This design comes from an exercise in tuning for a short achievable clock period, few clock cycles and low power on the open sky130 flow, not from production work.
RTL that was checked went through simulation tests only; none was proved equivalent to the original.
For runs 4 and 5, only the layout was checked, not whether the RTL still works.
Power is estimated from default activity; no workload was simulated.

==> flow/design.v <==
`default_nettype none
package isa_pkg;
        typedef logic [15:0] word_t;
        typedef logic [3:0] reg_idx_t;
        typedef enum logic [3:0] {
                op_add  = 4'd0,
                op_addi = 4'd1,
                op_sub  = 4'd2,
                op_sw   = 4'd5,
                op_lw   = 4'd6,
                op_nand = 4'd8,
                op_beq  = 4'd14,
                op_jump = 4'd15
        } opcode_t;
        localparam int field_width = 4;
        localparam int opcode_lsb = 12;
        localparam int field_c_lsb = 8;
        localparam int field_b_lsb = 4;
        localparam int field_a_lsb = 0;
        localparam int jump_offset_width = 12;
        localparam int reg_count = 16;
endpackage
`default_nettype wire
`default_nettype none
package core_pkg;
        typedef enum logic [4:0] {
                st_add    = 5'd0,
                st_addi   = 5'd1,
                st_sub    = 5'd2,
                st_sw     = 5'd5,
                st_lw     = 5'd6,
                st_nand   = 5'd8,
                st_beq    = 5'd14,
                st_jump   = 5'd15,
                st_fetch  = 5'd16,
                st_beq2   = 5'd19,
                st_sw2    = 5'd20,
                st_decode = 5'd21,
                st_lw2    = 5'd22,
                st_lw3    = 5'd23,
                st_sw3    = 5'd24,
                st_sw4    = 5'd25,
                st_jump2  = 5'd26,
                st_nop    = 5'd28
        } state_t;
        typedef enum logic [2:0] {
                alu_add  = 3'd0,
                alu_sub  = 3'd1,
                alu_nand = 3'd3
        } alu_op_t;
        localparam logic [15:0] idle_store_data = '1;
endpackage
`default_nettype wire
`timescale 1ns/1ps
`default_nettype none
module cpu_top #(
        parameter logic [15:0] reset_pc = '0
) (
        input  logic        clk,
        input  logic        reset,
        input  logic        run_n,
        input  logic [15:0] sram_d,
        output logic [15:0] sram_addr,
        output logic [15:0] sram_q,
        output logic        sram_we_n
);
        logic [15:0] pc;
        logic        e_alu, e_lw, e_sw, e_beq;    
        logic        e_sub, e_nand, e_addi;       
        logic [3:0]  e_dst;
        logic [3:0]  e_imm;
        logic [15:0] op_a, op_b;
        logic [15:0] rf [16];
        logic        clr;                         
        logic        e_mem;
        logic [15:0] e_x;
        logic [15:0] alu_res;
        logic [15:0] ea;
        logic        taken;
        assign e_mem = e_lw | e_sw;
        assign e_x   = e_addi ? {12'd0, e_imm} : op_a;
        logic [15:0] sum;
        assign sum = e_x + (op_b ^ {16{e_sub}}) + {15'd0, e_sub};
        assign alu_res = e_nand ? ~(op_a & op_b) : sum;
        logic [3:0]  ea_g, ea_p;
        logic [4:0]  ea_c;
        logic [11:0] ea_pre;
        assign ea_g = op_b[3:0] & e_imm;
        assign ea_p = op_b[3:0] ^ e_imm;
        assign ea_c[0] = 1'b0;
        assign ea_c[1] = ea_g[0];
        assign ea_c[2] = ea_g[1] | (ea_p[1] & ea_g[0]);
        assign ea_c[3] = ea_g[2] | (ea_p[2] & ea_g[1]) | (ea_p[2] & ea_p[1] & ea_g[0]);
        assign ea_c[4] = ea_g[3] | (ea_p[3] & ea_g[2]) | (ea_p[3] & ea_p[2] & ea_g[1])
                       | (ea_p[3] & ea_p[2] & ea_p[1] & ea_g[0]);
        assign ea_pre[0] = 1'b1;
        for (genvar i = 1; i < 12; i++) begin : g_ea_pre
                assign ea_pre[i] = &op_b[3+i:4];
        end
        logic [11:0] ea_hi_inc;
        assign ea_hi_inc = op_b[15:4] ^ ea_pre;
        assign ea = {ea_c[4] ? ea_hi_inc : op_b[15:4], ea_p ^ ea_c[3:0]};
        assign taken = e_beq & (op_a == op_b);
        assign sram_addr = e_mem ? ea : pc;
        assign sram_q    = op_a;
        assign sram_we_n = ~e_sw | run_n;
        logic        rf_we;
        logic [15:0] rf_wd;
        assign rf_we = ~run_n & (e_alu | e_lw);
        assign rf_wd = clr ? 16'd0 : e_lw ? sram_d : alu_res;
        for (genvar i = 0; i < 16; i++) begin : g_rf
                always_ff @(posedge clk) begin
                        if (clr || (rf_we && e_dst == i))
                                rf[i] <= rf_wd;
                end
        end
        always_ff @(posedge clk or negedge reset) begin
                if (!reset)
                        clr <= 1'b1;
                else if (!run_n)
                        clr <= 1'b0;
        end
        logic [3:0]  f_op, f_c, f_b, f_a;
        logic        f_en;
        logic        f_alu, f_lw, f_sw, f_beq, f_jmp, f_bsame, f_redir;
        logic [15:0] f_off, add_b, pc_tgt;
        logic [3:0]  idx_a;
        logic [15:0] rd_a, rd_b;
        assign f_op = sram_d[15:12];
        assign f_c  = sram_d[11:8];
        assign f_b  = sram_d[7:4];
        assign f_a  = sram_d[3:0];
        assign f_en = ~e_mem & ~taken & ~clr;
        assign f_alu = (f_op == 4'd0) | (f_op == 4'd1) | (f_op == 4'd2) | (f_op == 4'd8);
        assign f_sw  = (f_op == 4'd5);
        assign f_lw  = (f_op == 4'd6);
        assign f_beq = (f_op == 4'd14);
        assign f_jmp = (f_op == 4'd15);
        assign f_bsame = f_beq & (f_c == f_b);
        assign f_redir = f_jmp | f_bsame;
        assign f_off  = {f_jmp ? {{4{sram_d[11]}}, sram_d[11:4]} : 12'd0, sram_d[3:0]};
        assign add_b  = taken ? {12'd0, e_imm} - 16'd1 : f_off;
        assign pc_tgt = pc + add_b;
        logic [15:0] pc_pre, pc_inc;
        assign pc_pre[0] = 1'b1;
        for (genvar i = 1; i < 16; i++) begin : g_pc_pre
                assign pc_pre[i] = &pc[i-1:0];
        end
        assign pc_inc = pc ^ pc_pre;
        assign idx_a = (f_sw | f_beq) ? f_c : f_a;
        always_comb begin
                if (e_alu && e_dst == idx_a)
                        rd_a = alu_res;
                else
                        rd_a = rf[idx_a];
                if (e_alu && e_dst == f_b)
                        rd_b = alu_res;
                else
                        rd_b = rf[f_b];
        end
        always_ff @(posedge clk) begin
                if (!run_n) begin
                        op_a   <= rd_a;
                        op_b   <= rd_b;
                        e_dst  <= f_c;
                        e_imm  <= f_a;
                        e_sub  <= (f_op == 4'd2);
                        e_nand <= (f_op == 4'd8);
                        e_addi <= (f_op == 4'd1);
                end
        end
        always_ff @(posedge clk or negedge reset) begin
                if (!reset) begin
                        e_alu <= 1'b0;
                        e_lw  <= 1'b0;
                        e_sw  <= 1'b0;
                        e_beq <= 1'b0;
                        pc    <= reset_pc;
                end else if (!run_n) begin
                        e_alu <= f_en & f_alu;
                        e_lw  <= f_en & f_lw;
                        e_sw  <= f_en & f_sw;
                        e_beq <= f_en & f_beq & ~f_bsame;
                        if (taken | (f_en & f_redir))
                                pc <= pc_tgt;
                        else if (f_en)
                                pc <= pc_inc;
                end
        end
endmodule
`default_nettype wire
==> flow/flow/run.sh <==
#!/bin/bash
# The standard layout (the standard.sh, every step), except for the
# clock tree's settings (no dummy loads, larger sink clusters) and the
# cell used to buffer the ports.
export CTS_ARGS="-sink_clustering_enable -repair_clock_nets -dont_use_dummy_load -sink_clustering_size 20 -sink_clustering_max_diameter 60 -buf_list {sky130_fd_sc_hd__clkbuf_4 sky130_fd_sc_hd__clkbuf_8}"
export BUFFER_PORTS_ARGS="-buffer_cell sky130_fd_sc_hd__buf_4"
bash standard.sh > standard.log 2>&1
==> flow/standard.sh <==
#!/bin/bash
# synth_recipe.tcl (not shown) runs the flow's synth.tcl, then flattens the netlist and writes it again
# the make line also repeats each setting of config.mk as NAME=value (left out here)
make -C /OpenROAD-flow-scripts/flow DESIGN_CONFIG=/design/flow/config.mk WORK_HOME=/design/flow/orfs CLKGATE_MAP_FILE= SYNTH_SCRIPT=/design/flow/synth_recipe.tcl "${@:-finish}"
==> flow/config.mk <==
export PLATFORM = sky130hd
export DESIGN_NAME = cpu_top
export DESIGN_NICKNAME = cpu_top
export VERILOG_FILES = /design/flow/design.v
export SDC_FILE = /design/flow/constraint.sdc
export NUM_CORES = 4
export LEC_CHECK = 0
export CAP_MARGIN = 20
export CORE_MARGIN = 2
export CORE_UTILIZATION = 58
export SETUP_SLACK_MARGIN = 5
export SLEW_MARGIN = 20
export TNS_END_PERCENT = 10
==> flow/constraint.sdc <==
create_clock -name core_clock -period 9.0 [get_ports {clk}]
set_input_delay 1.8000 -clock core_clock [delete_from_list [all_inputs] [get_ports {clk}]]
set_output_delay 1.8000 -clock core_clock [all_outputs]
set_load 0.01 [all_outputs]
==> results of run 1 <==
==> final cells by class <==
cell class	count	area (µm²)
repair buffers	131	1050
fillers	2403	10600
clock buffers	29	399
multi-input cells	1171	8460
well taps	396	495
inverters	22	86.3
flip-flops and latches	320	9510
==> cells in the mapped netlist, types with 18 or more instances <==
cell type  count
edfxtp_1     299
nor2_1       127
nand2_1      110
a21oi_1       98
a22oi_1       81
o21ai_0       81
clkbuf_1      67
nand3_1       61
ha_1          58
mux2i_1       45
xor2_1        36
a22o_1        33
a221oi_1      32
nor3_1        31
xnor2_1       29
a21o_1        26
a31oi_1       25
buf_2         23
nor2b_1       23
o22ai_1       23
inv_1         22
a211oi_1      20
dfrtp_1       20
and3_1        18
==> per-stage QoR <==
stage,utilization,hold WS [ns]
2_1_floorplan,-,0.439
3_3_place_gp,0.616,0.532
3_5_place_dp,0.617,0.535
4_1_cts,0.643,0.550
5_1_grt,0.654,0.608
6_report,0.654,0.550
==> logic make-up after synthesis <==
family / synth area share
adders and majority gates: 0.0443
DFF: 0.529
and+or+nand+nor: 0.123
muxes: 0.0407
xor gates and xnor gates: 0.0317
buffers and inverters: 0.0294
AOI/OAI and AO/OA: 0.202
==> worst max path at each step <==
stage	startpoint	to	slack, ns	depth (start not counted)
2_1_floorplan	run_n	sram_we_n	4.46	3
3_3_place_gp	sram_d[13]	op_a[1]	3.43	10
3_5_place_dp	sram_d[13]	op_a[1]	3.33	10
4_1_cts	op_b[1]	sram_addr[15]	4.59	9
5_1_grt	op_b[5]	sram_addr[15]	4.53	9
6_report	sram_d[4]	op_b[3]	4.47	10
==> worst min-delay path: cells and delay by family (launching register included) <==
family / cells / cell delay, ns
flip-flops: 1 / 0.40
AND/OR/NAND/NOR: 1 / 0.07
AO/OA/AOI/OAI: 1 / 0.06
==> state kept, by name (all words and copies together) (netlist names), 4 cells and up <==
register and cells:
rf 256, e_imm 4, op_a 16, e_dst 4, op_b 16, pc 16
==> metal layers <==
metal | GRT usage | wire length [µm]
met5 | 0.00444 | 57
met4 | 0.247 | 5450
met3 | 0.111 | 9380
met2 | 0.629 | 29900
met1 | 0.521 | 23900
==> power groups by stage <==
stage | logic [µW] | clock network, µW | registers [µW]
final | 1070 | 756 | 1890
after global routing | 1130 | 800 | 1890
after CTS | 992 | 754 | 1890
after detailed placement | 948 | 0 | 1920
after global placement | 936 | 0 | 1920
after floorplan | 620 | 0 | 1870
==> timing repair <==
item	4_1_cts	5_1_grt
hold buffers	0	0
gates resized for setup	44	27
endpoints found under the setup margin	130	201
setup buffers	21	24
pin swaps	14	15
endpoints found under the hold margin	0	0
cloned	4	0
==> metrics.md, run 1 <==
| Metric | Value |
|---|---|
| Outcome | `no timing/DRC/antenna violations` |
| Cell count of the worst reg-to-reg path | `12` |
| Min-delay worst type | `reg2reg` |
| Post-route cell area | `~20000 µm²` |
| Final antenna-violating net count | `0` |
| RSZ-0062 raised after global routing | `true` |
| First-pass GRT wire length | `roughly 98000 µm` |
| Power Total | `approximately 3700 µW` |
| Critical path buffers and inverters | `2` |
| P_int | `2470 µW` |
| Most frequent cells in the layout | `edfxtp_1 (299), buf_4 (123), nor2_1 (116)` |
| Port Buffer Count | `just over 50` |
| Critical path required time | `9.49 ns` |
| Dpl hpwl | `approximately 44000 µm` |
| CTS sink count | `320` |
| DR pass1 iterations | `9` |
| Final hold viol count | `0` |
| Sw Share | `0.336` |
| Largest net degree at the start of global routing | `between 40 and 50` |
| Die Y | `around 180 µm` |
| First DRT Iteration DRCs | `approximately 2800` |
| Power per cell area | `186 nW/µm²` |
| RR Endpoint | `rf[14][12]` |
| Critical path fanouts, max | `37` |
| Die X | `between 150 and 200 µm` |
| Peak VDD IR | `between 0.15 and 0.2 mV` |
| Clock Tree Root | `clkbuf_8` |
| CP endpoint kind | `register` |
| Rows | `64` |
| # setup viols final | `0` |
| Total Routing Usage GR | `0.409` |
| CTS Buf Count | `29` |
| Max cap viols | `0` |
| Synth area leader | `edfxtp_1` |
| Yosys warnings | `2` |
| Final #Nets | `1755` |
| Max incr delay on CP | `about 0.80 ns` |
| Die ar. | `approximately 32000 µm²` |
| H-tree levels | `1` |
| Cell mode on critical path | `buf_4` |
| Post-Route WL | `approximately 69000 µm` |
| Main flop type after synthesis | `edfxtp_1` |
| Antenna violations before repair | `1` |
| Worst slew margin | `0.115` |
| CP max stage cell | `nor3_2` |
| # IOs | `52` |
| Crit Path Category | `in2reg` |
| Largest cells by area after synthesis | `edfxtp_1 (50%), ha_1 (4.0%), a22oi_1 (3.4%)` |
| DP Cell Count | `1991` |
| Post-synth cell types | `83` |
| Mapped Cells | `between 1500 and 2000` |
| Worst EP arrival | `5.02 ns` |
| Reg2reg setup slack | `roughly 4.8 ns` |
| Sequential share of the synthesized area | `0.529` |
| Initial Utilization | `0.588` |
| Vias in the first global route | `roughly 15000` |
| CP Launch Type | `input port` |
| CTS clk-pin slew, worst paths | `around 0.11 ns` |
| Remaining global-route overflow | `0` |
| Dpl cell area | `roughly 19000 µm²` |
| Synthesized Nets | `around 1700` |
| Placer Congestion | `1.04` |
| Buffer depth of the longest clock path | `3` |
| Layout Cells excl Fill | `slightly above 2000` |
| Final period util | `0.504` |
| Ant. Diodes | `0` |
| Post-route DRC | `0` |
| Routed via count | `around 16000` |
| Total negative setup slack | `0 ns` |
| Core area | `~30000 µm²` |
| Routed WL per cell | `~33 µm` |
| Asr flop ratio synth | `0.0656` |
| Hold Startpoint | `e_sw` |
| Clock latency (worst-skew pair) | `between 0.6 and 0.7 ns` |
| Mean number of vias per cell | `approximately 7.6` |
| Area Overhead vs Synth | `11.2%` |
| CTS tree | `done` |
| Total net switching power | `about 1200 µW` |
| Syn_area_per_cell | `between 10 and 15 µm²` |
| CP Cell Sequence | `buf_4 > nand2_1 > nor3_2 > buf_4 > a22o_1 > a221oi_1 > and3_1 > a31oi_1 > nor2_1 > a21oi_1` |
| CP delay by family, top | `simple AND/OR/NAND/NOR gates` |
| Logic pwr share | `0.288` |
| Mapped cell area | `between 15000 and 20000 µm²` |
| Max Fclk | `~220 MHz` |
| Number of synthesized flops with an enable pin | `299` |
| FF-to-FF Start | `op_a[0]` |
| Final critical-path required period | `4.53 ns` |
| Worst Skew | `0.0535 ns` |
| Worst slack, placed | `about 3.3 ns` |
| Commonest non-fill, non-tap cell in the layout | `edfxtp_1` |
| Register bit total from synthesis | `320` |
| Slew Limit Fails | `0` |
| Setup ws final | `4.47 ns` |
| Reg power frac | `0.508` |
| Worst hold stages | `2` |
| Static Leakage | `a little over 0.007 µW` |
| Ratio of cells with drive above 1 in the final layout | `0.170` |
| WHS Endpoint | `e_sw` |
| Clock network power share | `0.204` |
| Tightest Pin Transition | `1.33 ns` |
| Yosys top cell area share | `0.499` |
Testbench counts, summed over its fixed seeds: cycles 32,452.
==> run 2: changes to the inputs <==
==> flow/flow/run.sh (replaced) <==
#!/bin/bash
# The standard layout (the standard.sh, every step), except for the
# clock tree's settings: no dummy loads, and larger sink clusters.
export CTS_ARGS="-sink_clustering_enable -repair_clock_nets -dont_use_dummy_load -sink_clustering_size 16 -sink_clustering_max_diameter 50 -buf_list {sky130_fd_sc_hd__clkbuf_4 sky130_fd_sc_hd__clkbuf_8}"
bash standard.sh > standard.log 2>&1
--- a/flow/config.mk
+++ b/flow/config.mk
@@ -8,6 +8,5 @@
 export CAP_MARGIN = 20
 export CORE_MARGIN = 2
-export CORE_UTILIZATION = 58
+export CORE_UTILIZATION = 50
 export SETUP_SLACK_MARGIN = 5
 export SLEW_MARGIN = 20
-export TNS_END_PERCENT = 10
==> run 2 against run 1 <==
Against the previous run:
- non-clock buffer count grew 85
- sequential power is essentially flat
- global-route usage shrank 2.4 points
- setup slack gained 0.13 ns
- sequential share of layout area shrank 3.7 points
- flip-flop and latch count is the same
- combinational power grew 14%
- register-to-register slack gained 0.04 ns
- clock power grew 15%
- via count grew 3.4%
- area after synthesis is the same
- critical path depth is the same
==> metrics.md, run 2 <==
| Metric | Value |
|---|---|
| Logic pwr share | `0.307 (+0.019)` |
| Peak VDD IR | `0.130 mV (-15%)` |
| Clock network power share | `0.219 (+0.015)` |
| Cell mode on critical path | `a21oi_2` |
| Area Overhead vs Synth | `20.6%` |
| Antenna violations before repair | `0 (-1)` |
| Buffer depth of the longest clock path | `3 (unchanged)` |
| Total Routing Usage GR | `0.385 (-0.0243)` |
| Reg2reg setup slack | `4.80 ns (+0.04 ns)` |
| Mapped cell area | `18000 µm² (unchanged)` |
| WHS | `0.547 ns (-0.00313 ns)` |
| Crit Path Category | `reg2out` |
| Post-synth cell types | `83 (unchanged)` |
| Worst hold stages | `2 (unchanged)` |
| Min-delay worst type | `reg2reg` |
| H-tree levels | `2 (+1)` |
| Reg power frac | `0.474 (-0.034)` |
| Most flops, register | `rf` |
| P_int | `2630 µW (+6.6%)` |
| DR pass1 iterations | `10 (+1)` |
| CTS Buf Count | `37 (+28%)` |
| Hold Startpoint | `e_sw` |
| Most frequent cells in the layout | `edfxtp_1 (299), buf_4 (128), nor2_1 (111)` |
| Worst slew margin | `0.175 (+0.0600)` |
| Asr flop ratio synth | `0.0656 (unchanged)` |
| Max incr delay on CP | `0.43 ns (-0.37 ns)` |
| Final antenna-violating net count | `0 (unchanged)` |
| Max cap viols | `0 (unchanged)` |
| Clock latency (worst-skew pair) | `0.62 ns (-0.02 ns)` |
| Final hold viol count | `0 (unchanged)` |
| Die X | `194 µm (+7.5%)` |
| Initial Utilization | `0.507 (-0.0811)` |
| Critical path buffers and inverters | `2 (unchanged)` |
| Worst slack, placed | `2.85 ns (-0.474 ns)` |
| Sequential share of the synthesized area | `0.529 (unchanged)` |
| First DRT Iteration DRCs | `2819 (-0.35%)` |
| Worst Skew | `0.101 ns (+0.0473 ns)` |
| Total negative setup slack | `0 ns (unchanged)` |
| Synth area leader | `edfxtp_1` |
| Sw Share | `0.338 (+0.00259)` |
| Main flop type after synthesis | `edfxtp_1` |
| Critical path required time | `7.20 ns (-2.29 ns)` |
| Mapped Cells | `1614 (unchanged)` |
| CP delay by family, top | `compound AO/OA/AOI/OAI gates` |
| RR Endpoint | `pc[15]` |
| Commonest non-fill, non-tap cell in the layout | `edfxtp_1` |
| WHS Endpoint | `e_sw` |
| CP Cell Sequence | `ha_1 > a21o_1 > a21oi_2 > o21bai_1 > buf_4 > nand4_1 > or2_4 > xor2_4 > a21oi_2 > buf_2` |
| Port Buffer Count | `51 (unchanged)` |
| Remaining global-route overflow | `0 (unchanged)` |
| CP max stage cell | `edfxtp_1` |
| # IOs | `52 (unchanged)` |
| Worst EP arrival | `2.60 ns (-2.42 ns)` |
| Post-route DRC | `0 (unchanged)` |
| CP endpoint kind | `primary output` |
| Yosys warnings | `2 (unchanged)` |
| Ratio of cells with drive above 1 in the final layout | `0.236 (+0.0664)` |
| Syn_area_per_cell | `11.1 µm² (unchanged)` |
| Largest cells by area after synthesis | `edfxtp_1 (50%), ha_1 (4.0%), a22oi_1 (3.4%)` |
| Final #Nets | `1852 (+5.5%)` |
| Most numerous cell in the Yosys netlist | `edfxtp_1` |
| Tightest Pin Transition | `1.24 ns (-0.0885 ns)` |
| Vias in the first global route | `15400 (+4.3%)` |
| Placer Congestion | `1.00 (-3.7%)` |
| CTS tree | `done` |
| Largest net degree at the start of global routing | `46 (-2.1%)` |
| Mean number of vias per cell | `7.27 (-4.1%)` |
| Max Fclk | `227 MHz (+3.0%)` |
| Static Leakage | `0.00787 µW (+10%)` |
| Synthesized Nets | `1694 (unchanged)` |
| CTS clk-pin slew, worst paths | `0.07 ns (-0.04 ns)` |
| CTS sink count | `320 (unchanged)` |
| Cell count of the worst reg-to-reg path | `17 (+5)` |
| FF-to-FF Start | `op_a[2]` |
| Core area | `35500 µm² (+16%)` |
| Rows | `69 (+7.8%)` |
| # setup viols final | `0 (unchanged)` |
| Routed WL per cell | `33.7 µm (+1.4%)` |
| Post-synth top cells | `edfxtp_1 (299), nor2_1 (127), nand2_1 (110)` |
| RSZ-0062 raised after global routing | `true` |
| CP Launch Type | `register` |
| Die ar. | `37500 µm² (+16%)` |
| Routed via count | `16200 (+3.4%)` |
| Post-CTS Hold Fix Bufs | `0 (unchanged)` |
| Setup ws final | `4.60 ns (+0.132 ns)` |
| Final period util | `0.489 (-0.0146)` |
| Power per cell area | `183 nW/µm² (-1.3%)` |
| Outcome | `no timing/DRC/antenna violations` |
| Number of synthesized flops with an enable pin | `299 (unchanged)` |
| DP Cell Count | `2074 (+4.2%)` |
| Yosys top cell area share | `0.499 (unchanged)` |
| Post-Route WL | `75200 µm (+9.4%)` |
| Total net switching power | `1340 µW (+7.8%)` |
| Dpl hpwl | `45700 µm (+3.0%)` |
| Die Y | `194 µm (+7.5%)` |
| Final critical-path required period | `4.40 ns (-0.132 ns)` |
| Slew Limit Fails | `0 (unchanged)` |
| Clock Tree Root | `clkbuf_8` |
| Critical path fanouts, max | `2 (-95%)` |
| Layout Cells excl Fill | `2232 (+7.9%)` |
| Max FFs per register | `256 (unchanged)` |
| Register bit total from synthesis | `320 (unchanged)` |
| First-pass GRT wire length | `105000 µm (+7.5%)` |
-- run 2: cell counts after synthesis --
No cell type changed its count.
-- run 2: worst max-delay path by stage --
stage | depth (start not counted) | slack, ns | start | endpoint
after floorplan | 3 | 4.46 | run_n | sram_we_n
after global placement | 9 | 2.95 | sram_d[15] | op_a[8]
after detailed placement | 8 | 2.85 | sram_d[15] | op_a[3]
after CTS | 9 | 4.61 | op_b[4] | sram_addr[15]
after global routing | 9 | 4.49 | op_b[4] | sram_addr[15]
final | 10 | 4.60 | op_b[1] | sram_addr[15]
-- run 2: power groups by stage --
stage	Clock [µW]	Sequential [µW]	Combinational, µW
after CTS	870	1880	1090
after global routing	921	1890	1290
after global placement	0	1920	972
after detailed placement	0	1920	985
after floorplan	0	1870	623
final	871	1880	1220
-- run 2: cell families after synthesis --
group           share of synthesized area
simple gates                        0.123
compound gates                      0.202
flops                               0.529
buf+inv                            0.0294
mux                                0.0407
fa+ha+maj                          0.0443
xor+xnor                           0.0317
-- run 2: area by class of cell --
cell class | instances | area, µm²
Fill cell | 2901 | 13800
Inverter | 22 | 86.3
Tap cell | 461 | 577
Sequential cell | 320 | 9510
Timing Repair Buffer | 216 | 2000
Antenna cell | 1 | 2.50
Clock buffer | 37 | 509
Multi-Input combinational cell | 1175 | 9000
-- run 2: repair_timing --
item,CTS,global route
hold endpoints to repair,0,0
resized for setup,216,98
setup buffers,80,26
pin swaps,49,55
cloned,8,5
endpoints found under the setup margin,275,172
-- run 2: stage by stage --
step / cell area (µm²) / total power [µW] / util
floorplan: 18200 / 2500 / -
global placement: 19200 / 2890 / 0.541
detailed placement: 19200 / 2900 / 0.541
CTS: 21000 / 3830 / 0.592
global route: 21700 / 4090 / 0.611
finish: 21700 / 3970 / 0.611
-- run 2: worst reg2reg max path, delay by kind of cell (launching register included) --
family                   cells  cell delay, ns
AO/OA/AOI/OAI                5            0.67
XOR/XNOR                     1            0.14
adder cells (fa/ha/maj)      2            0.65
buffers and inverters        3            0.44
flip-flops                   1            0.54
AND/OR/NAND/NOR              6            1.61
-- run 2: metal layers --
layer | GRT usage | wire, µm | up-vias
li1 | - | - | 6640
met2 | 0.585 | 32500 | 1364
met4 | 0.235 | 5920 | 0
met1 | 0.484 | 26700 | 7788
met5 | 0 | 0 | -
met3 | 0.117 | 10000 | 442
==> run 3: changes to the inputs <==
--- a/flow/config.mk
+++ b/flow/config.mk
@@ -9,4 +9,4 @@
 export CORE_MARGIN = 2
 export CORE_UTILIZATION = 50
-export SETUP_SLACK_MARGIN = 5
+export SETUP_SLACK_MARGIN = 4.8
 export SLEW_MARGIN = 20
==> run 3 against run 2 <==
Against the previous run:
- worst hold slack improved by 0.034 ns
- clock skew increased by 0.013 ns
- final cell count decreased by 2.6%
- critical endpoint unchanged
- largest cell class unchanged
==> metrics.md, run 3 <==
| Metric | Value |
|---|---|
| Outcome | `no timing/DRC/antenna violations` |
| Mapped Cells | `1614 (unchanged)` |
| Static Leakage | `0.00744 µW (-5.4%)` |
| Largest net degree at the start of global routing | `46 (unchanged)` |
| DP Cell Count | `2070 (-0.19%)` |
| Critical path buffers and inverters | `1 (-1)` |
| Port Buffer Count | `51 (unchanged)` |
| Main combinational cell family by area after synthesis | `compound AO/OA/AOI/OAI gates` |
| Post-route DRC | `0 (unchanged)` |
| Power per cell area | `184 nW/µm² (+0.38%)` |
| Initial Utilization | `0.507 (unchanged)` |
| Highest routed layer | `met4` |
| CP max stage cell | `edfxtp_1` |
| Reg2reg setup slack | `4.95 ns (+0.15 ns)` |
| Setup ws final | `4.55 ns (-0.0511 ns)` |
| Yosys top cell area share | `0.499 (unchanged)` |
| DR WL met2 | `31400 µm (-3.2%)` |
| Final period util | `0.495 (+0.00568)` |
| Placer Congestion | `0.985 (-1.7%)` |
| Post-CTS Hold Fix Bufs | `0 (unchanged)` |
| Final Util | `0.586 (-0.0252)` |
| Remaining global-route overflow | `0 (unchanged)` |
| Final hold viol count | `0 (unchanged)` |
| Simple-Gate Fraction of Synth Area | `0.123 (unchanged)` |
| Multi-input gate area | `8770 µm² (-2.5%)` |
| Post-synth top cells | `edfxtp_1 (299), nor2_1 (127), nand2_1 (110)` |
| Worst EP arrival | `2.65 ns (+0.05 ns)` |
| CTS Buf Count | `37 (unchanged)` |
| Mean number of vias per cell | `7.19 (-1.2%)` |
| Max Fclk | `225 MHz (-1.1%)` |
| Syn_area_per_cell | `11.1 µm² (unchanged)` |
| H-tree levels | `2 (unchanged)` |
| Die Y | `194 µm (unchanged)` |
| CTS sink count | `320 (unchanged)` |
| Layout Cells excl Fill | `2173 (-2.6%)` |
| Storage element area | `9510 µm² (unchanged)` |
| Routed WL per cell | `32.7 µm (-3.0%)` |
| Post-synth cell types | `83 (unchanged)` |
| Area Overhead vs Synth | `15.6%` |
| Hold Startpoint | `pc[2]` |
| Adder-cell area share of the yosys netlist | `0.0443 (unchanged)` |
| First-pass GRT wire length | `101000 µm (-3.9%)` |
| RSZ-0062 raised after global routing | `true` |
| Most frequent cells in the layout | `edfxtp_1 (299), nor2_1 (109), nand2_1 (103)` |
| Main flop type after synthesis | `edfxtp_1` |
| Worst hold stages | `2 (unchanged)` |
| Max incr delay on CP | `0.59 ns (+0.16 ns)` |
| M1 WL | `26200 µm (-2.0%)` |
| Post-Route WL | `71000 µm (-5.6%)` |
| Crit Path Category | `reg2out` |
| Yosys warnings | `2 (unchanged)` |
| Routed via count | `15600 (-3.8%)` |
| Die X | `194 µm (unchanged)` |
| Mux share of post-synthesis cell area | `0.0407 (unchanged)` |
| Total negative setup slack | `0 ns (unchanged)` |
| Max FFs per register | `256 (unchanged)` |
| CP Cell Sequence | `and3_4 > and3_4 > and3_4 > nand4_1 > or2_4 > xor2_4 > a21oi_2 > buf_2` |
| Peak VDD IR | `0.166 mV (+28%)` |
| Tightest Pin Transition | `1.22 ns (-0.0191 ns)` |
| Final antenna-violating net count | `0 (unchanged)` |
| CP Launch Type | `register` |
| Rows | `69 (unchanged)` |
| Asr flop ratio synth | `0.0656 (unchanged)` |
| Number of synthesized flops with an enable pin | `299 (unchanged)` |
| Most numerous cell in the Yosys netlist | `edfxtp_1` |
| WHS Endpoint | `pc[2]` |
| Crit path from | `op_b[7]` |
| Ant. Diodes | `0 (-1)` |
| # setup viols final | `0 (unchanged)` |
| Complex-gate fraction of the synthesized area | `0.202 (unchanged)` |
| Clock Tree Root | `clkbuf_8` |
| Cell mode on critical path | `and3_4` |
| Register bit total from synthesis | `320 (unchanged)` |
| Final #Nets | `1794 (-3.1%)` |
| Slew Limit Fails | `0 (unchanged)` |
| Clock latency (worst-skew pair) | `0.65 ns (+0.03 ns)` |
| Min-delay worst type | `reg2reg` |
| Final critical-path required period | `4.45 ns (+0.0511 ns)` |
| Post-route cell area | `20800 µm² (-4.1%)` |
| Synthesized Nets | `1694 (unchanged)` |
| Synth area leader | `edfxtp_1` |
| Dpl cell area | `19100 µm² (-0.46%)` |
| CTS tree | `done` |
| Die ar. | `37500 µm² (unchanged)` |
| Synth Area in XOR/XNOR | `0.0317 (unchanged)` |
| Commonest non-fill, non-tap cell in the layout | `edfxtp_1` |
| Largest cells by area after synthesis | `edfxtp_1 (50%), ha_1 (4.0%), a22oi_1 (3.4%)` |
| Critical path required time | `7.20 ns (about the same)` |
| Core area | `35500 µm² (unchanged)` |
| Buffer depth of the longest clock path | `3 (unchanged)` |
| Most flops, register | `rf` |
| DR pass1 iterations | `6 (-4)` |
| Ratio of cells with drive above 1 in the final layout | `0.193 (-0.0434)` |
| Met3 wire length | `8430 µm (-16%)` |
| FF-to-FF Start | `op_a[2]` |
| # IOs | `52 (unchanged)` |
| CTS clk-pin slew, worst paths | `0.10 ns (+0.03 ns)` |
| Worst slack, placed | `2.64 ns (-0.213 ns)` |
| Fill count | `2920 (+0.65%)` |
| Max cap viols | `0 (unchanged)` |
| CP endpoint kind | `primary output` |
| Sequential share of the synthesized area | `0.529 (unchanged)` |
| Dpl hpwl | `45700 µm (+0.19%)` |
| Critical path fanouts, max | `4 (+2)` |
| Worst slew margin | `0.185 (+0.00971)` |
| RR Endpoint | `pc[15]` |
| Worst Skew | `0.114 ns (+0.0130 ns)` |
| CP delay by family, top | `simple AND/OR/NAND/NOR gates` |
| Mapped cell area | `18000 µm² (unchanged)` |
| Total Routing Usage GR | `0.369 (-0.0160)` |
| First DRT Iteration DRCs | `2486 (-12%)` |
| Antenna violations before repair | `1 (+1)` |
| Cell count of the worst reg-to-reg path | `16 (-1)` |
| Vias in the first global route | `14800 (-4.2%)` |
-- run 3: cell types whose count changed in the layout (fill, tap and decap cells not counted), moves of 7 or more --
cell,delta
buf_12,-11
buf_4,-37
buf_6,-7
ha_1,+8
ha_4,-7
o21ai_0,+8
o21ai_2,-8
-- run 3: cell families (layout without fill, tap and decap cells) --
kind of cell	Yosys count	in the layout
simple gates	450	458
xor+xnor	65	65
mux	66	66
flops	320	320
fa+ha+maj	62	62
compound gates	525	525
buf+inv	126	216
-- run 3: worst max-delay path by stage --
stage | end | slack, ns | depth (start not counted)
finish | sram_addr[15] | 4.55 | 8
global route | sram_addr[15] | 4.46 | 9
CTS | sram_addr[15] | 4.55 | 9
detailed placement | op_a[14] | 2.64 | 10
global placement | op_a[14] | 2.70 | 10
floorplan | sram_we_n | 4.46 | 3
-- run 3: stage by stage --
stage | hold WS [ns] | power (µW)
global placement | 0.531 | 2870
detailed placement | 0.537 | 2880
global route | 0.624 | 3970
finish | 0.582 | 3820
CTS | 0.549 | 3760
floorplan | 0.439 | 2480
-- run 3: repair_timing --
action	in CTS	in global routing
pin swaps	26	21
gates cloned	5	3
setup buffers	36	22
setup endpoints to repair	182	77
resized for setup	168	60
-- run 3: area by class of cell --
class                           instances  share of cell area
Tap cell                              461              0.0278
Clock buffer                           37              0.0245
Sequential cell                       320               0.457
Inverter                               22             0.00415
Multi-Input combinational cell       1176               0.422
Timing Repair Buffer                  157              0.0641
-- run 3: worst reg2reg max path, delay by kind of cell (launching register included) --
family          cells  cell delay [ns]
compound gates      6             0.84
xor+xnor            1             0.14
fa+ha+maj           2             0.56
buf+inv             1             0.17
flops               1             0.55
simple gates        6             1.63
-- run 3: where the power goes --
part / internal (µW) / leakage [µW] / total (µW) / switching (µW)
Sequential: 1790 / 0.00295 / 1880 / 86.2
Combinational: 402 / 0.00422 / 1090 / 692
Clock: 365 / 0.000266 / 850 / 486
-- run 3: layer usage --
metal	vias to the layer above	GRT usage
met5	-	0
met4	0	0.224
met3	316	0.0805
met2	1276	0.569
met1	7508	0.479
li1	6521	-
==> run 4: changes to the inputs <==
--- a/flow/design.v
+++ b/flow/design.v
@@ -121,4 +121,7 @@
                         clr <= 1'b0;
         end
+        logic clr_done;
+        always_ff @(posedge clk)
+                clr_done <= ~reset;
         logic [3:0]  f_op, f_c, f_b, f_a;
         logic        f_en;
@@ -131,5 +134,5 @@
         assign f_b  = sram_d[7:4];
         assign f_a  = sram_d[3:0];
-        assign f_en = ~e_mem & ~taken & ~clr;
+        assign f_en = ~e_mem & ~taken & ~(clr & ~clr_done);
         assign f_alu = (f_op == 4'd0) | (f_op == 4'd1) | (f_op == 4'd2) | (f_op == 4'd8);
         assign f_sw  = (f_op == 4'd5);
==> flow/flow/run.sh (replaced) <==
#!/bin/bash
# The standard layout (the standard.sh, every step), except for the
# clock tree's settings: no dummy loads, and larger sink clusters.
export CTS_ARGS="-sink_clustering_enable -repair_clock_nets -dont_use_dummy_load -sink_clustering_size 20 -sink_clustering_max_diameter 45 -buf_list {sky130_fd_sc_hd__clkbuf_4 sky130_fd_sc_hd__clkbuf_8}"
bash standard.sh > standard.log 2>&1
--- a/flow/config.mk
+++ b/flow/config.mk
@@ -9,4 +9,4 @@
 export CORE_MARGIN = 2
 export CORE_UTILIZATION = 50
-export SETUP_SLACK_MARGIN = 4.8
+export SETUP_SLACK_MARGIN = 5
 export SLEW_MARGIN = 20
==> run 4 against run 3 <==
Against the previous run:
- still clean
- count of clock-buffer cells in the layout is 1 higher
- wire length up 9.4%
- total power up 11%
- sequential power is 2% higher
- register-to-register slack lost 0.05 ns
- critical path depth grew 1
- flip-flop and latch count grew 1
- worst hold slack worse by 0.0024 ns
- combinational power is 35% higher
- setup slack improved by 0.086 ns
- utilization increased by 3.8 points
- critical path type unchanged
- highest routed layer unchanged
==> metrics.md, run 4 <==
| Metric | Value |
|---|---|
| Die ar. | `37600 µm² (+0.32%)` |
| Final period util | `0.485 (-0.00953)` |
| Max cap viols | `0 (unchanged)` |
| Largest net degree at the start of global routing | `48 (+4.3%)` |
| Die Y | `194 µm (+0.16%)` |
| Max FFs per register | `256 (unchanged)` |
| DR pass1 iterations | `9 (+3)` |
| Total negative setup slack | `0 ns (unchanged)` |
| Worst EP arrival | `2.57 ns (-0.08 ns)` |
| Static Leakage | `0.00799 µW (+7.4%)` |
| Final antenna-violating net count | `0 (unchanged)` |
| Register bit total from synthesis | `321 (+0.31%)` |
| Power per cell area | `192 nW/µm² (+4.4%)` |
| Final Util | `0.624 (+0.0379)` |
| Largest cells by area after synthesis | `edfxtp_1 (50%), ha_1 (4.0%), nand2_1 (3.3%)` |
| Rows | `69 (unchanged)` |
| First-pass GRT wire length | `107000 µm (+5.9%)` |
| Critical path fanouts, max | `8 (+4)` |
| Final critical-path required period | `4.37 ns (-0.0857 ns)` |
| First DRT Iteration DRCs | `2692 (+8.3%)` |
| Routed WL per cell | `34.4 µm (+5.4%)` |
| Hold Startpoint | `rf[0][2]` |
| CTS tree | `done` |
| Yosys warnings | `2 (unchanged)` |
| Final #Nets | `1876 (+4.6%)` |
| Critical path required time | `7.20 ns (about the same)` |
| RSZ-0062 raised after global routing | `true` |
| Most flops, register | `rf` |
| Ratio of cells with drive above 1 in the final layout | `0.244 (+0.0508)` |
| H-tree levels | `2 (unchanged)` |
| Tightest Pin Transition | `1.03 ns (-0.186 ns)` |
| FF-to-FF Start | `op_b[4]` |
| WHS | `0.579 ns (-0.00242 ns)` |
| Buffer depth of the longest clock path | `3 (unchanged)` |
| Core area | `35600 µm² (+0.24%)` |
| Post-synth cell types | `84 (+1.2%)` |
| Port Buffer Count | `51 (unchanged)` |
| Max Fclk | `229 MHz (+2.0%)` |
| Post-CTS Hold Fix Bufs | `0 (unchanged)` |
| Clock Tree Root | `clkbuf_8` |
| Min-delay worst type | `reg2reg` |
| # setup viols final | `0 (unchanged)` |
| Yosys top cell area share | `0.498 (-0.00159)` |
| CTS sink count | `321 (+0.31%)` |
| Antenna violations before repair | `1 (unchanged)` |
| Crit Path Category | `reg2out` |
| Synth area leader | `edfxtp_1` |
| Routed via count | `16500 (+5.9%)` |
| Reg2reg setup slack | `4.90 ns (-0.05 ns)` |
| Slew Limit Fails | `0 (unchanged)` |
| Peak VDD IR | `0.142 mV (-15%)` |
| Remaining global-route overflow | `0 (unchanged)` |
| Outcome | `no timing/DRC/antenna violations` |
| Mean number of vias per cell | `7.33 (+1.9%)` |
| Mapped cell area | `18000 µm² (+0.32%)` |
| CTS Buf Count | `38 (+2.7%)` |
| Main flop type after synthesis | `edfxtp_1` |
| Asr flop ratio synth | `0.0654 (-0.000204)` |
| Mapped Cells | `1644 (+1.9%)` |
| Worst hold stages | `2 (unchanged)` |
| Total Routing Usage GR | `0.393 (+0.0239)` |
| Vias in the first global route | `15400 (+4.5%)` |
| Synthesized Nets | `1724 (+1.8%)` |
| Worst slew margin | `0.309 (+0.124)` |
| Most numerous cell in the Yosys netlist | `edfxtp_1` |
| Clock latency (worst-skew pair) | `0.63 ns (-0.02 ns)` |
| # IOs | `52 (unchanged)` |
| Placer Congestion | `1.04 (+5.4%)` |
| Cell count of the worst reg-to-reg path | `20 (+4)` |
| Final hold viol count | `0 (unchanged)` |
| CP Launch Type | `register` |
| Commonest non-fill, non-tap cell in the layout | `edfxtp_1` |
| Initial Utilization | `0.507 (about the same)` |
| Number of synthesized flops with an enable pin | `299 (unchanged)` |
| Most frequent cells in the layout | `edfxtp_1 (299), nand2_1 (149), buf_4 (115)` |
| Syn_area_per_cell | `11.0 µm² (-1.5%)` |
| Area Overhead vs Synth | `23.0%` |
| WHS Endpoint | `op_a[2]` |
| Die X | `194 µm (+0.16%)` |
| Dpl hpwl | `47800 µm (+4.5%)` |
| RR Endpoint | `pc[15]` |
| Worst Skew | `0.117 ns (+0.00357 ns)` |
| Post-synth top cells | `edfxtp_1 (299), nand2_1 (160), nor2_1 (112)` |
| Post-route DRC | `0 (unchanged)` |
| Sequential share of the synthesized area | `0.528 (-0.000577)` |
| CTS clk-pin slew, worst paths | `0.09 ns (about the same)` |
| Post-Route WL | `77700 µm (+9.4%)` |
| CP endpoint kind | `primary output` |
run 4: cell count changes in the layout (fill, tap and decap cells not counted), sizes merged, moves of 11 or more:
cell / change
a21o: -16
nand2: +49
nand3: -15
o21ai: +30
nor2: -17
mux2: +11
buf: +49
clkbuf: +11
run 4: per-layer routing:
layer,share of wire,global-route usage,up-vias
met4,0.086,0.258,0
met2,0.44,0.608,1467
met5,0,0,-
li1,-,-,6699
met3,0.13,0.112,496
met1,0.35,0.482,7873
run 4: worst max-delay path, stage by stage (launching register included):
cell      delay [ns]
edfxtp_1        0.44
ha_1            0.33
a21o_1          0.19
a21oi_4         0.17
o21bai_4        0.10
buf_12          0.17
nand3_1         0.13
xor2_2          0.22
o21ai_0         0.11
buf_2           0.17
run 4: where the power goes:
part / leakage (µW) / internal (µW) / switching, µW
Combinational: 0.00475 / 573 / 898
Sequential: 0.00296 / 1820 / 101
Clock: 0.000273 / 375 / 494
run 4: cell type report:
| class | count | area (µm²) |
|---|---|---|
| Inverter | 27 | 109 |
| Tap cell | 461 | 577 |
| Clock buffer | 38 | 523 |
| Fill cell | 2811 | 13400 |
| Sequential cell | 321 | 9530 |
| Antenna cell | 2 | 5.00 |
| Timing Repair Buffer | 210 | 2160 |
| Multi-Input combinational cell | 1198 | 9280 |
run 4: kinds of logic (layout without fill, tap and decap cells):
logic type | Yosys count | after routing | share of synthesized area
xor+xnor | 65 | 65 | 0.0316
flops | 321 | 321 | 0.528
simple gates | 476 | 478 | 0.127
fa+ha+maj | 62 | 62 | 0.0441
compound gates | 520 | 520 | 0.198
other cells | 0 | 2 | 0
mux | 73 | 73 | 0.0425
buf+inv | 127 | 275 | 0.0290
run 4: timing repair:
action	CTS	global route
gates resized for setup	300	93
pin swaps	38	51
gates cloned	12	4
setup endpoints to repair	369	158
buffers inserted	59	33
run 4: how the worst max path moves through the flow:
| stage | from | end | cells past startpoint |
|---|---|---|---|
| after floorplan | run_n | sram_we_n | 2 |
| final | op_b[1] | sram_addr[11] | 9 |
| after CTS | op_b[1] | sram_addr[15] | 9 |
| after global placement | sram_d[13] | op_a[9] | 10 |
| after global routing | op_b[4] | sram_addr[15] | 9 |
| after detailed placement | sram_d[13] | op_a[9] | 10 |
run 4: metrics by stage:
| stage | setup WS (ns) | instances | power (µW) | instance area (µm²) |
|---|---|---|---|---|
| floorplan | 4.59 | 1644 | 2610 | 18200 |
| global placement | 2.90 | 2108 | 3060 | 19400 |
| detailed placement | 2.90 | 2108 | 3080 | 19400 |
| CTS | 4.64 | 2217 | 4090 | 21500 |
| global route | 4.54 | 2255 | 4390 | 22200 |
| finish | 4.63 | 2257 | 4260 | 22200 |
==> run 5: changes to the inputs <==
==> flow/flow/run.sh (replaced) <==
#!/bin/bash
# The standard layout (the standard.sh, every step), except for the
# clock tree's settings: no dummy loads, and larger sink clusters.
export CTS_ARGS="-sink_clustering_enable -repair_clock_nets -dont_use_dummy_load -sink_clustering_size 18 -sink_clustering_max_diameter 50 -buf_list {sky130_fd_sc_hd__clkbuf_4 sky130_fd_sc_hd__clkbuf_8}"
bash standard.sh > standard.log 2>&1
==> run 5 against run 4 <==
Against the previous run:
- still clean on timing, DRC and antenna
- sequential share of layout area up 0.22 points
- synthesized cell count unchanged
- critical path type unchanged
- register-to-register slack improved by 0.13 ns
- highest routed layer is now met5
==> metrics.md, run 5 <==
| Metric | Value |
|---|---|
| Final #Nets | `1873 (-0.16%)` |
| Register bit total from synthesis | `321 (unchanged)` |
| First DRT Iteration DRCs | `2766 (+2.7%)` |
| Min-delay worst type | `reg2reg` |
| CP delay by family, top | `compound AO/OA/AOI/OAI gates` |
| Max Fclk | `227 MHz (-1.0%)` |
| Routed WL per cell | `33.8 µm (-1.9%)` |
| M1 WL | `26700 µm (-1.7%)` |
| Most flops, register | `rf` |
| DR WL met2 | `33500 µm (-1.1%)` |
| Highest routed layer | `met5` |
| Tightest Pin Transition | `1.15 ns (+0.117 ns)` |
| Max incr delay on CP | `0.45 ns (about the same)` |
| Clock latency (worst-skew pair) | `0.62 ns (about the same)` |
| RSZ-0062 raised after global routing | `true` |
| # setup viols final | `0 (unchanged)` |
| Power per cell area | `191 nW/µm² (-0.38%)` |
| Post-CTS Hold Fix Bufs | `0 (unchanged)` |
| Mapped Cells | `1644 (unchanged)` |
| CTS tree | `done` |
| Ant. Diodes | `0 (-2)` |
| Rows | `69 (unchanged)` |
| Worst EP arrival | `2.61 ns (+0.04 ns)` |
| CP max stage cell | `edfxtp_1` |
| Critical path buffers and inverters | `1 (-1)` |
| Remaining global-route overflow | `0 (unchanged)` |
| Core area | `35600 µm² (unchanged)` |
| # IOs | `52 (unchanged)` |
| H-tree levels | `2 (unchanged)` |
| Number of synthesized flops with an enable pin | `299 (unchanged)` |
| Mean number of vias per cell | `7.21 (-1.6%)` |
| CTS clk-pin slew, worst paths | `0.05 ns (-0.04 ns)` |
| Most frequent cells in the layout | `edfxtp_1 (299), nand2_1 (149), buf_4 (120)` |
| CP Cell Sequence | `ha_1 > a21o_1 > a21oi_4 > o21bai_4 > nand4_1 > or2_4 > xor2_2 > o21ai_1 > buf_2` |
| Main flop type after synthesis | `edfxtp_1` |
| Post-Route WL | `76000 µm (-2.1%)` |
| Initial Utilization | `0.507 (unchanged)` |
| CP endpoint kind | `primary output` |
| Clock Tree Root | `clkbuf_8` |
| Total Routing Usage GR | `0.392 (-0.000789)` |
| Reg2reg setup slack | `5.03 ns (+0.13 ns)` |
| Final antenna-violating net count | `0 (unchanged)` |
| Outcome | `no timing/DRC/antenna violations` |
| Final critical-path required period | `4.41 ns (+0.0444 ns)` |
| Worst Skew | `0.103 ns (-0.0141 ns)` |
| Final hold viol count | `0 (unchanged)` |
| Antenna violations before repair | `1 (unchanged)` |
| CP Launch Type | `register` |
| Post-route cell area | `22100 µm² (-0.51%)` |
| CTS Buf Count | `37 (-2.6%)` |
| First-pass GRT wire length | `107000 µm (-0.13%)` |
| Yosys top cell area share | `0.498 (unchanged)` |
| Critical path required time | `7.20 ns (about the same)` |
| Post-synth cell types | `84 (unchanged)` |
| Vias in the first global route | `15400 (-0.34%)` |
| Buffer depth of the longest clock path | `3 (unchanged)` |
| Asr flop ratio synth | `0.0654 (unchanged)` |
| Static Leakage | `0.00796 µW (-0.38%)` |
| Die ar. | `37600 µm² (unchanged)` |
| Final period util | `0.490 (+0.00494)` |
| CTS sink count | `321 (unchanged)` |
| Commonest non-fill, non-tap cell in the layout | `edfxtp_1` |
| Port Buffer Count | `51 (unchanged)` |
| Placer Congestion | `1.04 (unchanged)` |
| Max FFs per register | `256 (unchanged)` |
| Largest net degree at the start of global routing | `48 (unchanged)` |
| Most numerous cell in the Yosys netlist | `edfxtp_1` |
| Met3 wire length | `9920 µm (-0.15%)` |
| Largest cells by area after synthesis | `edfxtp_1 (50%), ha_1 (4.0%), nand2_1 (3.3%)` |
| Slew Limit Fails | `0 (unchanged)` |
| Yosys warnings | `2 (unchanged)` |
| Post-synth top cells | `edfxtp_1 (299), nand2_1 (160), nor2_1 (112)` |
| DR pass1 iterations | `9 (unchanged)` |
| Syn_area_per_cell | `11.0 µm² (unchanged)` |
| Dpl cell area | `19400 µm² (unchanged)` |
| Post-route DRC | `0 (unchanged)` |
| Die X | `194 µm (unchanged)` |
| Mapped cell area | `18000 µm² (unchanged)` |
| Max cap viols | `0 (unchanged)` |
| Dpl hpwl | `47800 µm (unchanged)` |
| Die Y | `194 µm (unchanged)` |
| Sequential share of the synthesized area | `0.528 (unchanged)` |
| Synth area leader | `edfxtp_1` |
| Synthesized Nets | `1724 (unchanged)` |
| Worst slew margin | `0.231 (-0.0782)` |
| Critical path fanouts, max | `3 (-5)` |
| Peak VDD IR | `0.129 mV (-9.0%)` |
| Total negative setup slack | `0 ns (unchanged)` |
| Area Overhead vs Synth | `22.3%` |
| Routed via count | `16200 (-1.8%)` |
| Crit Path Category | `reg2out` |
| Ratio of cells with drive above 1 in the final layout | `0.241 (-0.00238)` |
-- run 5: timing repair --
item                                    4_1_cts  5_1_grt
setup buffers                                59       32
gates resized for setup                     299       80
hold endpoints to repair                      0        0
cloned                                       12        2
pin swaps                                    40       47
endpoints found under the setup margin      368      156
-- run 5: tightest hold or removal path, delay by kind of cell (launching register included) --
kind / cells / cell delay, ns
and+or+nand+nor: 2 / 0.15
DFF: 1 / 0.42
-- run 5: area by class of cell --
type                    count  area, µm²
fillers                  2809      13500
flip-flops and latches    321       9530
multi-input cells        1198       9240
repair buffers            208       2110
well taps                 461        577
clock buffers              37        509
inverters                  27        105
-- run 5: cell families after synthesis --
family | Yosys count | synth area share
adders and majority gates | 62 | 0.0441
and+or+nand+nor | 476 | 0.127
buffers and inverters | 127 | 0.0290
muxes | 73 | 0.0425
AOI/OAI and AO/OA | 520 | 0.198
DFF | 321 | 0.528
xor gates and xnor gates | 65 | 0.0316
-- run 5: final timing paths --
kind                         start            end  depth (start not counted)
setup / recovery           op_b[1]  sram_addr[15]                          9
hold / removal              pc[15]         pc[15]                          2
setup reg to reg           op_b[4]         pc[15]                         19
hold reg to reg             pc[15]         pc[15]                          2
max in group asynchronous    reset            clr                          2
min in group asynchronous    reset         pc[13]                          2
-- run 5: where the power goes --
part | switching, µW | internal [µW]
combinational | 880 | 565
clock | 495 | 366
sequential | 98.5 | 1820
-- run 5: per-stage QoR --
| step | util | cells | worst slack [ns] | hold WS [ns] | power (µW) |
|---|---|---|---|---|---|
| after floorplan | - | 1644 | 4.59 | 0.440 | 2610 |
| after global placement | 0.545 | 2108 | 2.90 | 0.539 | 3060 |
| after detailed placement | 0.545 | 2108 | 2.90 | 0.548 | 3080 |
| after CTS | 0.604 | 2216 | 4.61 | 0.570 | 4080 |
| after global routing | 0.620 | 2252 | 4.51 | 0.596 | 4360 |
| final | 0.620 | 2252 | 4.59 | 0.599 | 4220 |
-- run 5: per-layer routing --
| layer | GRT usage | up-vias |
|---|---|---|
| li1 | - | 6697 |
| met1 | 0.484 | 7771 |
| met2 | 0.610 | 1380 |
| met3 | 0.118 | 390 |
| met4 | 0.234 | 2 |
| met5 | 0 | - |
==> run 6: changes to the inputs <==
--- a/flow/design.v
+++ b/flow/design.v
@@ -65,4 +65,5 @@
         output logic        sram_we_n
 );
+        logic [15:0] pc_q;                        
         logic [15:0] pc;
         logic        e_alu, e_lw, e_sw, e_beq;    
@@ -179,5 +180,4 @@
                         e_sw  <= 1'b0;
                         e_beq <= 1'b0;
-                        pc    <= reset_pc;
                 end else if (!run_n) begin
                         e_alu <= f_en & f_alu;
@@ -185,8 +185,15 @@
                         e_sw  <= f_en & f_sw;
                         e_beq <= f_en & f_beq & ~f_bsame;
+                end
+        end
+        assign pc = clr ? reset_pc : pc_q;
+        always_ff @(posedge clk) begin
+                if (!run_n) begin
                         if (taken | (f_en & f_redir))
-                                pc <= pc_tgt;
+                                pc_q <= pc_tgt;
                         else if (f_en)
-                                pc <= pc_inc;
+                                pc_q <= pc_inc;
+                        else if (clr)
+                                pc_q <= reset_pc;
                 end
         end
==> flow/flow/run.sh (replaced) <==
#!/bin/bash
# The standard layout (the standard.sh, every step), except for the
# clock tree's settings: no dummy loads, and larger sink clusters.
export CTS_ARGS="-sink_clustering_enable -repair_clock_nets -dont_use_dummy_load -sink_clustering_size 20 -sink_clustering_max_diameter 60 -buf_list {sky130_fd_sc_hd__clkbuf_4 sky130_fd_sc_hd__clkbuf_8}"
bash standard.sh > standard.log 2>&1
--- a/flow/config.mk
+++ b/flow/config.mk
@@ -8,5 +8,5 @@
 export CAP_MARGIN = 20
 export CORE_MARGIN = 2
-export CORE_UTILIZATION = 50
+export CORE_UTILIZATION = 55
 export SETUP_SLACK_MARGIN = 5
 export SLEW_MARGIN = 20
==> run 6 against run 5 <==
Against the previous run:
- still clean on timing, DRC and antenna
- utilization up 3.4 points
- clock power down 13%
- count of clock-buffer cells in the layout down 9
- final cell count down 10%
- first-iteration DRC count down 16%
- wire length down 12%
- critical path type is now reg2reg
- critical endpoint is now pc_q[14]
==> metrics.md, run 6 <==
| Metric | Value |
|---|---|
| Outcome | `no timing/DRC/antenna violations` |
| Most flops, register | `rf` |
| Crit Path Category | `reg2reg` |
| Final antenna-violating net count | `0 (unchanged)` |
| Worst slew margin | `0.277 (+0.0460)` |
| Most numerous cell in the Yosys netlist | `edfxtp_1` |
| Main flop type after synthesis | `edfxtp_1` |
| Yosys top cell area share | `0.542 (+0.0443)` |
| Min-delay worst type | `reg2reg` |
| First-pass GRT wire length | `94000 µm (-12%)` |
| CP endpoint kind | `register` |
| Total Routing Usage GR | `0.393 (+0.00119)` |
| Die X | `182 µm (-6.1%)` |
| Ant. Diodes | `0 (unchanged)` |
| Post-synth cell types | `86 (+2.4%)` |
| Antenna violations before repair | `1 (unchanged)` |
| Max cap viols | `0 (unchanged)` |
| Post-route DRC | `0 (unchanged)` |
| Synth area leader | `edfxtp_1` |
| Post-Route WL | `66700 µm (-12%)` |
| Synthesized Nets | `1581 (-8.3%)` |
| Clock Tree Root | `clkbuf_8` |
| CP Launch Type | `register` |
| Layout Cells excl Fill | `2024 (-10%)` |
| Power per cell area | `173 nW/µm² (-9.5%)` |
| Asr flop ratio synth | `0.0156 (-0.0498)` |
| Number of synthesized flops with an enable pin | `315 (+5.4%)` |
| Clock latency (worst-skew pair) | `0.62 ns (about the same)` |
| Mean number of vias per cell | `7.27 (+0.82%)` |
| Post-CTS Hold Fix Bufs | `0 (unchanged)` |
| Post-synth top cells | `edfxtp_1 (315), a22oi_1 (178), nand2_1 (96)` |
| Yosys warnings | `2 (unchanged)` |
| Port Buffer Count | `51 (unchanged)` |
| DP Cell Count | `1901 (-9.8%)` |
| Final #Nets | `1704 (-9.0%)` |
| Rows | `65 (-5.8%)` |
| Dpl hpwl | `40900 µm (-14%)` |
| Fill count | `2395 (-15%)` |
| Worst Skew | `0.0684 ns (-0.0349 ns)` |
| # setup viols final | `0 (unchanged)` |
| CP max stage cell | `edfxtp_1` |
| Vias in the first global route | `14000 (-9.3%)` |
| Max incr delay on CP | `0.53 ns (+0.08 ns)` |
| CTS Buf Count | `28 (-24%)` |
| Total negative setup slack | `0 ns (unchanged)` |
| # IOs | `52 (unchanged)` |
| Mapped cell area | `17400 µm² (-3.3%)` |
| Max FFs per register | `256 (unchanged)` |
| Largest cells by area after synthesis | `edfxtp_1 (54%), a22oi_1 (7.7%), ha_1 (4.2%)` |
| Worst EP arrival | `4.93 ns (+2.32 ns)` |
| Most frequent cells in the layout | `edfxtp_1 (315), a22oi_1 (171), buf_4 (111)` |
| Static Leakage | `0.00733 µW (-7.8%)` |
| Multi-input gate area | `8260 µm² (-11%)` |
| Ratio of cells with drive above 1 in the final layout | `0.226 (-0.0156)` |
| Die Y | `182 µm (-6.1%)` |
| Commonest non-fill, non-tap cell in the layout | `edfxtp_1` |
| H-tree levels | `1 (-1)` |
| Register bit total from synthesis | `321 (unchanged)` |
| Initial Utilization | `0.556 (+0.0487)` |
| RSZ-0062 raised after global routing | `true` |
| Power Total | `3550 µW (-16%)` |
| Final critical-path required period | `4.60 ns (+0.186 ns)` |
| First DRT Iteration DRCs | `2313 (-16%)` |
| Tightest Pin Transition | `1.08 ns (-0.0688 ns)` |
| Routed via count | `14700 (-9.4%)` |
| Buffer depth of the longest clock path | `3 (unchanged)` |
| Routed WL per cell | `32.9 µm (-2.4%)` |
| CTS tree | `done` |
| Core area | `31400 µm² (-12%)` |
| Peak VDD IR | `0.161 mV (+25%)` |
| Placer Congestion | `0.950 (-8.5%)` |
| Syn_area_per_cell | `11.6 µm² (+5.9%)` |
| CTS clk-pin slew, worst paths | `0.11 ns (+0.06 ns)` |
| Max Fclk | `218 MHz (-4.0%)` |
| Remaining global-route overflow | `0 (unchanged)` |
| DR pass1 iterations | `7 (-2)` |
| Storage element area | `9610 µm² (+0.88%)` |
| Largest net degree at the start of global routing | `61 (+27%)` |
| Critical path fanouts, max | `2 (-1)` |
| Area Overhead vs Synth | `17.7%` |
| Die ar. | `33200 µm² (-12%)` |
| CP Cell Sequence | `ha_1 > or4_4 > nor4_4 > mux2_4 > ha_4 > fa_2 > a21o_1 > a21oi_2 > o21ai_2 > o41ai_4 > o211a_1 > a2111oi_4 > or3_1 > a31o_2` |
| CTS sink count | `321 (unchanged)` |
| Slew Limit Fails | `0 (unchanged)` |
| Critical path required time | `9.34 ns (+2.14 ns)` |
| Final period util | `0.511 (+0.0206)` |
| Final hold viol count | `0 (unchanged)` |
| Sequential share of the synthesized area | `0.551 (+0.0224)` |
| Mapped Cells | `1501 (-8.7%)` |
## run 6: cell types whose count changed in the layout (fill, tap and decap cells not counted), moves of 15 or more
cell      before  now
a21oi_1       81   63
a221oi_1      28   12
a22oi_1       74  171
a31oi_1       22    2
and3_1        13   29
dfrtp_1       20    4
edfxtp_1     299  315
mux2i_1       39   14
nand2_1      149   90
nand4_1       18   46
nor2_1        82   56
nor2b_1       18   33
o21ai_0       83   25
## run 6: kinds of logic after synthesis
family                   count (synthesis)  synth area share
AO/OA/AOI/OAI                          458             0.186
XOR/XNOR                                67            0.0336
adder cells (fa/ha/maj)                 62            0.0456
buffers and inverters                  122            0.0298
flip-flops                             321             0.551
multiplexers                            36            0.0219
AND/OR/NAND/NOR                        435             0.132
## run 6: final cells by class
cell class | count | share of cell area
clock buffers | 28 | 0.0188
inverters | 24 | 0.00457
multi-input cells | 1058 | 0.402
flip-flops and latches | 321 | 0.468
well taps | 402 | 0.0245
repair buffers | 191 | 0.0819
## run 6: path summary, 6_finish.rpt
check	start	end	slack, ns	cells past startpoint
setup / recovery	op_a[0]	pc_q[14]	4.40	14
hold / removal	e_beq	e_beq	0.57	2
setup reg to reg	op_a[0]	pc_q[14]	4.40	14
hold reg to reg	e_beq	e_beq	0.57	2
max in group asynchronous	reset	clr	7.24	1
min in group asynchronous	reset	e_alu	1.46	1
## run 6: critical path: cells and delay by family (launching register included)
family | cells | cell delay (ns)
compound gates | 7 | 1.39
fa+ha+maj | 3 | 0.85
flops | 1 | 0.53
mux | 1 | 0.35
simple gates | 3 | 1.21
## run 6: per-stage QoR
stage	utilization	hold WS (ns)	setup WS, ns	instance area [µm²]
floorplan	-	0.441	4.25	17800
global placement	0.596	0.554	3.16	18700
detailed placement	0.596	0.560	3.01	18700
CTS	0.639	0.568	4.45	20100
global route	0.654	0.610	4.27	20500
finish	0.654	0.565	4.40	20500
## run 6: per-layer routing
metal / track usage / wire [µm] / up-vias
met1: 0.504 / 24100 / 7134
li1: - / - / 6128
met4: 0.195 / 3900 / 0
met2: 0.628 / 30700 / 1153
met3: 0.0976 / 7960 / 301
met5: 0 / 0 / -
## run 6: power breakdown
group	internal (µW)	switching, µW	total [µW]
combinational	363	584	947
sequential	1800	60.2	1860
clock	276	470	746
## run 6: what timing repair did
| action | 4_1_cts | 5_1_grt |
|---|---|---|
| pin swaps | 35 | 40 |
| setup buffers | 66 | 28 |
| resized for setup | 210 | 79 |
| setup endpoints to repair | 221 | 188 |
| gates cloned | 1 | 0 |
Testbench counts of run 6, summed over its fixed seeds: cycles 32,260.
==> run 7: changes to the inputs <==
--- a/flow/config.mk
+++ b/flow/config.mk
@@ -8,5 +8,5 @@
 export CAP_MARGIN = 20
 export CORE_MARGIN = 2
-export CORE_UTILIZATION = 55
+export CORE_UTILIZATION = 50
 export SETUP_SLACK_MARGIN = 5
 export SLEW_MARGIN = 20
==> run 7 against run 6 <==
Against the previous run:
- worst hold slack improved by 0.0016 ns
- wire length fell by 0.60%
- first-iteration DRC count rose by 5.1%
- highest routed layer unchanged
- register-to-register slack improved by 0.02 ns
- global-route usage fell by 3.7 points
- largest power group unchanged
- clock power barely moved
- fmax rose by 0.51%
==> metrics.md, run 7 <==
| Metric | Value |
|---|---|
| Post-route DRC | `0 (unchanged)` |
| DR pass1 iterations | `7 (unchanged)` |
| Area Overhead vs Synth | `18.2%` |
| Power Total | `3570 µW (+0.59%)` |
| Vias in the first global route | `13900 (-0.18%)` |
| Final #Nets | `1698 (-0.35%)` |
| Syn_area_per_cell | `11.6 µm² (unchanged)` |
| Final critical-path required period | `4.57 ns (-0.0235 ns)` |
| Met3 wire length | `7520 µm (-5.6%)` |
| Core area | `34500 µm² (+9.8%)` |
| Main flop type after synthesis | `edfxtp_1` |
| M1 WL | `24400 µm (+1.3%)` |
| Placer Congestion | `0.972 (+2.3%)` |
| DR WL met2 | `29400 µm (-4.3%)` |
| CP max stage cell | `or4_4` |
| Register bit total from synthesis | `321 (unchanged)` |
| Storage element area | `9610 µm² (about the same)` |
| Total net switching power | `1120 µW (+0.51%)` |
| Reg2reg setup slack | `4.43 ns (+0.02 ns)` |
| Yosys top cell area share | `0.542 (unchanged)` |
| Asr flop ratio synth | `0.0156 (unchanged)` |
| Most flops, register | `rf` |
| Worst setup path endpoint | `pc_q[15]` |
| Reg power frac | `0.519 (-0.004)` |
| Post-Route WL | `66300 µm (-0.60%)` |
| Post-CTS Hold Fix Bufs | `0 (unchanged)` |
| Crit path from | `op_a[1]` |
| Rows | `68 (+4.6%)` |
| First DRT Iteration DRCs | `2431 (+5.1%)` |
| CP endpoint kind | `register` |
| Max Fclk | `219 MHz (+0.51%)` |
| Port Buffer Count | `51 (unchanged)` |
| Initial Utilization | `0.506 (-0.0494)` |
| Logic pwr share | `0.272 (+0.005)` |
| Die Y | `191 µm (+4.8%)` |
| Sw Share | `0.313 (about the same)` |
| Multi-input gate area | `8290 µm² (+0.45%)` |
| Max cap viols | `0 (unchanged)` |
| P_int | `2450 µW (+0.63%)` |
| Highest routed layer | `met4` |
| Most frequent cells in the layout | `edfxtp_1 (315), a22oi_1 (171), buf_4 (108)` |
| H-tree levels | `1 (unchanged)` |
| CTS tree | `done` |
| Yosys warnings | `2 (unchanged)` |
| Number of synthesized flops with an enable pin | `315 (unchanged)` |
| # IOs | `52 (unchanged)` |
| Clock Tree Root | `clkbuf_8` |
| Die ar. | `36400 µm² (+9.8%)` |
| Sequential share of the synthesized area | `0.551 (unchanged)` |
| FF-to-FF Start | `op_a[1]` |
| Setup ws final | `4.43 ns (+0.0235 ns)` |
| Clock network power share | `0.209 (about the same)` |
| Ratio of cells with drive above 1 in the final layout | `0.221 (-0.00473)` |
| RR Endpoint | `pc_q[15]` |
| Fill count | `2795 (+17%)` |
| Outcome | `no timing/DRC/antenna violations` |
| Max incr delay on CP | `0.55 ns (+0.02 ns)` |
| Critical path fanouts, max | `7 (+5)` |
| Power per cell area | `173 nW/µm² (+0.17%)` |
| Final hold viol count | `0 (unchanged)` |
| Remaining global-route overflow | `0 (unchanged)` |
| First-pass GRT wire length | `92900 µm (-1.2%)` |
| Worst Skew | `0.158 ns (+0.0893 ns)` |
| Die X | `191 µm (+4.8%)` |
| Cell count of the worst reg-to-reg path | `18 (+4)` |
| Max FFs per register | `256 (unchanged)` |
| Buffer depth of the longest clock path | `3 (unchanged)` |
| Mapped cell area | `17400 µm² (unchanged)` |
| Crit Path Category | `reg2reg` |
| Largest cells by area after synthesis | `edfxtp_1 (54%), a22oi_1 (7.7%), ha_1 (4.2%)` |
| Final antenna-violating net count | `0 (unchanged)` |
[run 7: cell counts after synthesis]
No cell type changed its count.
[run 7: logic make-up (layout without fill, tap and decap cells)]
group,after synthesis,after routing,synth area share
AOI/OAI and AO/OA,458,458,0.186
xor gates and xnor gates,67,67,0.0336
adders and majority gates,62,62,0.0456
buffers and inverters,122,236,0.0298
DFF,321,321,0.551
muxes,36,36,0.0219
other,0,1,0
and+or+nand+nor,435,436,0.132
[run 7: power by group through the flow]
stage | registers, µW | clock network (µW) | logic [µW]
6_report | 1860 | 746 | 972
5_1_grt | 1860 | 799 | 1030
4_1_cts | 1860 | 746 | 869
3_5_place_dp | 1890 | 0 | 786
3_3_place_gp | 1890 | 0 | 775
2_1_floorplan | 1860 | 0 | 512
[run 7: worst max-delay path: cells and delay by family (launching register included)]
kind                     cells  cell delay (ns)
adder cells (fa/ha/maj)      2             0.61
AND/OR/NAND/NOR              6             1.33
AO/OA/AOI/OAI                6             1.24
buffers and inverters        4             0.53
flip-flops                   1             0.51
[run 7: how the worst min path moves through the flow]
stage / slack (ns) / cells after the start / endpoint / startpoint
final: 0.57 / 2 / e_beq / e_beq
after global routing: 0.60 / 2 / e_beq / e_beq
after CTS: 0.58 / 2 / e_beq / e_beq
after detailed placement: 0.57 / 2 / e_beq / e_beq
after global placement: 0.56 / 2 / e_beq / e_beq
after floorplan: 0.44 / 2 / e_beq / e_beq
[run 7: through the flow]
stage                     instance area (µm²)  hold WS [ns]   util
after floorplan                         17800         0.441      -
final                                   20600         0.567  0.598
after global placement                  18700         0.563  0.544
after CTS                               20000         0.581  0.581
after global routing                    20600         0.597  0.598
after detailed placement                18700         0.570  0.544
[run 7: layout make-up]
cell class	count	share of cell area
well taps	455	0.0276
inverters	24	0.00473
multi-input cells	1059	0.402
diodes	1	0.000121
repair buffers	184	0.0806
flip-flops and latches	321	0.466
clock buffers	28	0.0187
[run 7: repair_timing]
action                     CTS  global route
pin swaps                   38            41
cloned                       3             0
hold endpoints to repair     0             0
buffers inserted            60            32
gates resized for setup    209            82
setup endpoints to repair  199           187
[run 7: per-layer routing]
metal / vias to the layer above / track usage
li1: 6119 / -
met1: 6978 / 0.449
met2: 1208 / 0.555
met3: 371 / 0.0927
met4: 0 / 0.207
met5: - / 0

Check on run 7: ideal ports give 4.427 ns setup slack; a clkbuf_16 on the clock port and buf_2 on the inputs give 4.406 ns; moving port delays by the midpoint clock arrival (0.661 ns) as well gives 4.010 ns.
